This design comes from an exercise in tuning for small area and a short achievable clock period on the open sky130 flow, not from production work.
In this exercise RTL edits were held to simulation tests only and were not proved equivalent to the original.
Power figures rest on the tool's default switching activity, not on a simulated workload.

==> flow/design.v <==
package memoryPkg;
	typedef logic [31:0] word_t;
	typedef logic [1:0] byteIndex_t;
	typedef enum logic [2:0] {
		modeNone = 3'd0,
		modeByte = 3'd1,
		modeHalf = 3'd2,
		modeWord = 3'd3
	} accessMode_t;
	parameter word_t displayAddr = 32'd255;
	parameter word_t resetAddrAddr = 32'd259;
	parameter word_t ramBaseAddr = 32'd1024;
	parameter word_t resetAddrDefault = 32'h3FC;
endpackage
`timescale 1ns/1ps
module addressDecoder #(
	parameter int ramWords = 256
) (
	input logic externalSelect,
	input memoryPkg::word_t address,
	input memoryPkg::word_t writeData,
	input memoryPkg::accessMode_t readMode,
	input memoryPkg::accessMode_t writeMode,
	output logic [3:0] laneStore,
	output logic [3:0] laneWrite,
	output memoryPkg::word_t laneData,
	output logic ramRead,
	output logic displayHit,
	output logic resetAddrHit
);
	logic ramHit;
	always_comb begin
		ramHit = externalSelect && (address >= memoryPkg::ramBaseAddr);
		displayHit = externalSelect && (address == memoryPkg::displayAddr);
		resetAddrHit = externalSelect && (address == memoryPkg::resetAddrAddr);
		ramRead = ramHit;
		laneStore = 4'b0000;
		laneData = writeData;
		case (writeMode)
			memoryPkg::modeByte: begin
				laneStore = 4'b0001 << address[1:0];
				laneData = {4{writeData[7:0]}};
			end
			memoryPkg::modeHalf: begin
				laneStore = address[1] ? 4'b1100 : 4'b0011;
				laneData = {2{writeData[15:0]}};
			end
			memoryPkg::modeWord: begin
				laneStore = 4'b1111;
			end
			default: begin
				laneStore = 4'b0000;
			end
		endcase
		laneWrite = ramHit ? laneStore : 4'b0000;
	end
endmodule
`timescale 1ns/1ps
module dataMemory #(
	parameter int ramWords = 256
) (
	input logic clk,
	input logic [$clog2(ramWords)-1:0] wordIndex,
	input logic [3:0] laneWrite,
	input memoryPkg::word_t laneData,
	output memoryPkg::word_t storedWord,
	output memoryPkg::word_t keepMask,
	output memoryPkg::word_t bypassWord
);
	localparam int indexBits = $clog2(ramWords);
	localparam int rowBits = indexBits / 2;
	localparam int rows = 1 << rowBits;
	localparam int columns = ramWords / rows;
	logic [ramWords-1:0][31:0] mem;
	logic [indexBits-1:0] pendingIndex;
	logic [3:0] pendingLanes;
	memoryPkg::word_t pendingData;
	logic [rows-1:0] pendingRowN;
	logic [columns-1:0][3:0] pendingColumnLanesN;
	always_ff @(posedge clk) begin
		pendingIndex <= wordIndex;
		pendingLanes <= laneWrite;
		pendingData <= laneData;
		for (int r = 0; r < rows; r++) begin
			pendingRowN[r] <= (wordIndex[rowBits-1:0] != rowBits'(r));
		end
		for (int c = 0; c < columns; c++) begin
			pendingColumnLanesN[c] <= (wordIndex[indexBits-1:rowBits] == (indexBits-rowBits)'(c)) ?
				~laneWrite : 4'b1111;
		end
	end
	for (genvar w = 0; w < ramWords; w++) begin : g_word
		for (genvar lane = 0; lane < 4; lane++) begin : g_lane
			always_ff @(posedge clk) begin
				if (!(pendingRowN[w % rows] || pendingColumnLanesN[w / rows][lane])) begin
					mem[w][8*lane +: 8] <= pendingData[8*lane +: 8];
				end
			end
		end
	end
	always_comb begin
		logic pendingHit;
		storedWord = mem[wordIndex];
		pendingHit = (pendingIndex == wordIndex);
		for (int lane = 0; lane < 4; lane++) begin
			keepMask[8*lane +: 8] = {8{!(pendingHit && pendingLanes[lane])}};
			bypassWord[8*lane +: 8] = (pendingHit && pendingLanes[lane]) ?
				pendingData[8*lane +: 8] : 8'd0;
		end
	end
endmodule
`timescale 1ns/1ps
module ioRegisters (
	input logic clk,
	input logic rst,
	input logic displayHit,
	input logic resetAddrHit,
	input memoryPkg::word_t writeData,
	input memoryPkg::accessMode_t writeMode,
	output memoryPkg::word_t sevenSegmentDisplay,
	output memoryPkg::word_t resetAddress
);
	logic writing;
	always_comb begin
		writing = (writeMode != memoryPkg::modeNone);
	end
	always_ff @(posedge clk or negedge rst) begin
		if (!rst) begin
			sevenSegmentDisplay <= '0;
			resetAddress <= memoryPkg::resetAddrDefault;
		end else begin
			if (writing && displayHit) begin
				sevenSegmentDisplay <= writeData;
			end
			if (writing && resetAddrHit) begin
				resetAddress <= writeData;
			end
		end
	end
endmodule
`timescale 1ns/1ps
module memorySystem #(
	parameter int ramWords = 256
) (
	input logic clk,
	input logic rst,
	input logic externalSelect,
	input memoryPkg::word_t address,
	input memoryPkg::word_t writeData,
	input memoryPkg::accessMode_t readMode,
	input memoryPkg::accessMode_t writeMode,
	input logic unsignedLoad,
	output memoryPkg::word_t readData,
	output memoryPkg::word_t sevenSegmentDisplay,
	output memoryPkg::word_t resetAddress
);
	logic [3:0] laneStore, laneWrite;
	memoryPkg::word_t laneData;
	logic ramRead;
	logic displayHit, resetAddrHit;
	memoryPkg::word_t storedWord, keepMask, bypassWord;
	addressDecoder #(
		.ramWords(ramWords)
	) decoder (
		.externalSelect(externalSelect),
		.address(address),
		.writeData(writeData),
		.readMode(readMode),
		.writeMode(writeMode),
		.laneStore(laneStore),
		.laneWrite(laneWrite),
		.laneData(laneData),
		.ramRead(ramRead),
		.displayHit(displayHit),
		.resetAddrHit(resetAddrHit)
	);
	dataMemory #(
		.ramWords(ramWords)
	) dataRam (
		.clk(clk),
		.wordIndex(address[$clog2(ramWords)+1:2]),
		.laneWrite(laneWrite),
		.laneData(laneData),
		.storedWord(storedWord),
		.keepMask(keepMask),
		.bypassWord(bypassWord)
	);
	ioRegisters ioRegs (
		.clk(clk),
		.rst(rst),
		.displayHit(displayHit),
		.resetAddrHit(resetAddrHit),
		.writeData(writeData),
		.writeMode(writeMode),
		.sevenSegmentDisplay(sevenSegmentDisplay),
		.resetAddress(resetAddress)
	);
	memoryPkg::word_t mergedWord, wordReg;
	logic [3:0] byteZeroLane, byteZeroLaneReg;
	logic byteOneLow, byteOneHigh, wordLoad;
	logic byteOneLowReg, byteOneHighReg, wordLoadReg;
	logic byteSign, halfSign, byteSignReg, halfSignReg;
	logic displayRead, resetAddrRead, displayReadReg, resetAddrReadReg;
	always_comb begin
		memoryPkg::word_t lanesKept, lanesNew;
		logic byteLoad, halfLoad;
		logic [3:0] byteSignLane, halfSignLane;
		logic [3:0] laneSigns;
		for (int lane = 0; lane < 4; lane++) begin
			lanesKept[8*lane +: 8] = laneStore[lane] ? 8'd0 : keepMask[8*lane +: 8];
			lanesNew[8*lane +: 8] = laneStore[lane] ? laneData[8*lane +: 8] : bypassWord[8*lane +: 8];
		end
		mergedWord = (storedWord & lanesKept) | lanesNew;
		byteLoad = ramRead && (readMode == memoryPkg::modeByte);
		halfLoad = ramRead && (readMode == memoryPkg::modeHalf);
		wordLoad = ramRead && (readMode == memoryPkg::modeWord);
		for (int lane = 0; lane < 4; lane++) begin
			byteZeroLane[lane] = (byteLoad && address[1:0] == 2'(lane)) ||
				(halfLoad && 2'(lane) == {address[1], 1'b0}) || (wordLoad && lane == 0);
			byteSignLane[lane] = !unsignedLoad && byteLoad && address[1:0] == 2'(lane);
			halfSignLane[lane] = !unsignedLoad && (byteSignLane[lane] ||
				(halfLoad && 2'(lane) == {address[1], 1'b1}));
		end
		byteOneLow = (halfLoad && !address[1]) || wordLoad;
		byteOneHigh = halfLoad && address[1];
		laneSigns = {mergedWord[31], mergedWord[23], mergedWord[15], mergedWord[7]};
		byteSign = |(byteSignLane & laneSigns);
		halfSign = |(halfSignLane & laneSigns);
		displayRead = displayHit && (readMode != memoryPkg::modeNone);
		resetAddrRead = resetAddrHit && (readMode != memoryPkg::modeNone);
	end
	always_ff @(posedge clk) begin
		wordReg <= mergedWord;
	end
	always_ff @(posedge clk or negedge rst) begin
		if (!rst) begin
			byteZeroLaneReg <= '0;
			byteOneLowReg <= 1'b0;
			byteOneHighReg <= 1'b0;
			wordLoadReg <= 1'b0;
			byteSignReg <= 1'b0;
			halfSignReg <= 1'b0;
			displayReadReg <= 1'b0;
			resetAddrReadReg <= 1'b0;
		end else begin
			byteZeroLaneReg <= byteZeroLane;
			byteOneLowReg <= byteOneLow;
			byteOneHighReg <= byteOneHigh;
			wordLoadReg <= wordLoad;
			byteSignReg <= byteSign;
			halfSignReg <= halfSign;
			displayReadReg <= displayRead;
			resetAddrReadReg <= resetAddrRead;
		end
	end
	always_comb begin
		readData = ({32{displayReadReg}} & sevenSegmentDisplay) |
			({32{resetAddrReadReg}} & resetAddress);
		for (int lane = 0; lane < 4; lane++) begin
			readData[7:0] = readData[7:0] | ({8{byteZeroLaneReg[lane]}} & wordReg[8*lane +: 8]);
		end
		readData[15:8] = readData[15:8] | ({8{byteOneLowReg}} & wordReg[15:8]) |
			({8{byteOneHighReg}} & wordReg[31:24]) | {8{byteSignReg}};
		readData[31:16] = readData[31:16] | ({16{wordLoadReg}} & wordReg[31:16]) |
			{16{halfSignReg}};
	end
endmodule
Settings: LEC_CHECK=0, CAP_MARGIN=20, CORE_MARGIN=2, CORE_UTILIZATION=62, CTS_CLUSTER_DIAMETER=90, CTS_CLUSTER_SIZE=25, PLACE_DENSITY=0.7, SETUP_SLACK_MARGIN=5, SLEW_MARGIN=20, SYNTH_MEMORY_MAX_BITS=16384, TNS_END_PERCENT=10; clock period 9.0 ns.
run.sh (not shown) runs the stock make flow with config.mk's settings and CLKGATE_MAP_FILE= SYNTH_SCRIPT=/design/flow/synth_recipe.tcl, a recipe that flattens the netlist after the stock synthesis.
The starting point went through all stages and came out clean.
Next try:
--- a/flow/config.mk
+++ b/flow/config.mk
@@ -9,6 +9,6 @@
 export CORE_MARGIN = 2
-export CORE_UTILIZATION = 62
-export CTS_CLUSTER_DIAMETER = 90
-export CTS_CLUSTER_SIZE = 25
-export PLACE_DENSITY = 0.7
+export CORE_UTILIZATION = 55
+export CTS_CLUSTER_DIAMETER = 100
+export CTS_CLUSTER_SIZE = 30
+export PLACE_DENSITY = 0.63
 export SETUP_SLACK_MARGIN = 5
=> Register-to-register slack degrades by 0.29 ns; global-route usage fell by 2.6 points; routed wire length rose by 4.0%; via count fell by 0.57%; clock power fell by about 6%; clock-buffer cell count fell by 89; maximum frequency rose by 5.6%; critical path depth rose by 5; final area rose by 0.30%; cell count rose by 3.8%; synthesized cell count is unchanged.

static timing again, ports no longer ideal:
How much do the figures lean on ideal ports? The routed layouts below were timed once more, with nothing changed but the port constraints. Step 1: set_driving_cell puts a clkbuf_16 on clk and a buf_2 on each other input, an assumption about the parent block. Step 2 moves the port delays by t, midway between the first and last clock arrival at a register: inputs arrive t later, outputs are due t later. That takes back most of the time a late clock gives input paths. Slacks: ideal / step 1 / step 2; pairs: ideal / step 1.
run | t (ns) | setup WS [ns] | worst hold slack (ns) | worst setup path after step 2 | cell pins on the clock port's net
the first run | 1.179 | 4.551 / 4.461 / 3.282 | 0.547 / 0.546 / 0.547 | input to register | 1
the second run | 1.159 | 4.788 / 4.454 / 3.295 | 0.547 / 0.547 / 0.547 | input to register | 1
After both steps every run listed still meets setup and hold. The setup slack of the second run, which loses most, moves by -0.334 ns with the drivers and by -1.493 ns with both steps.
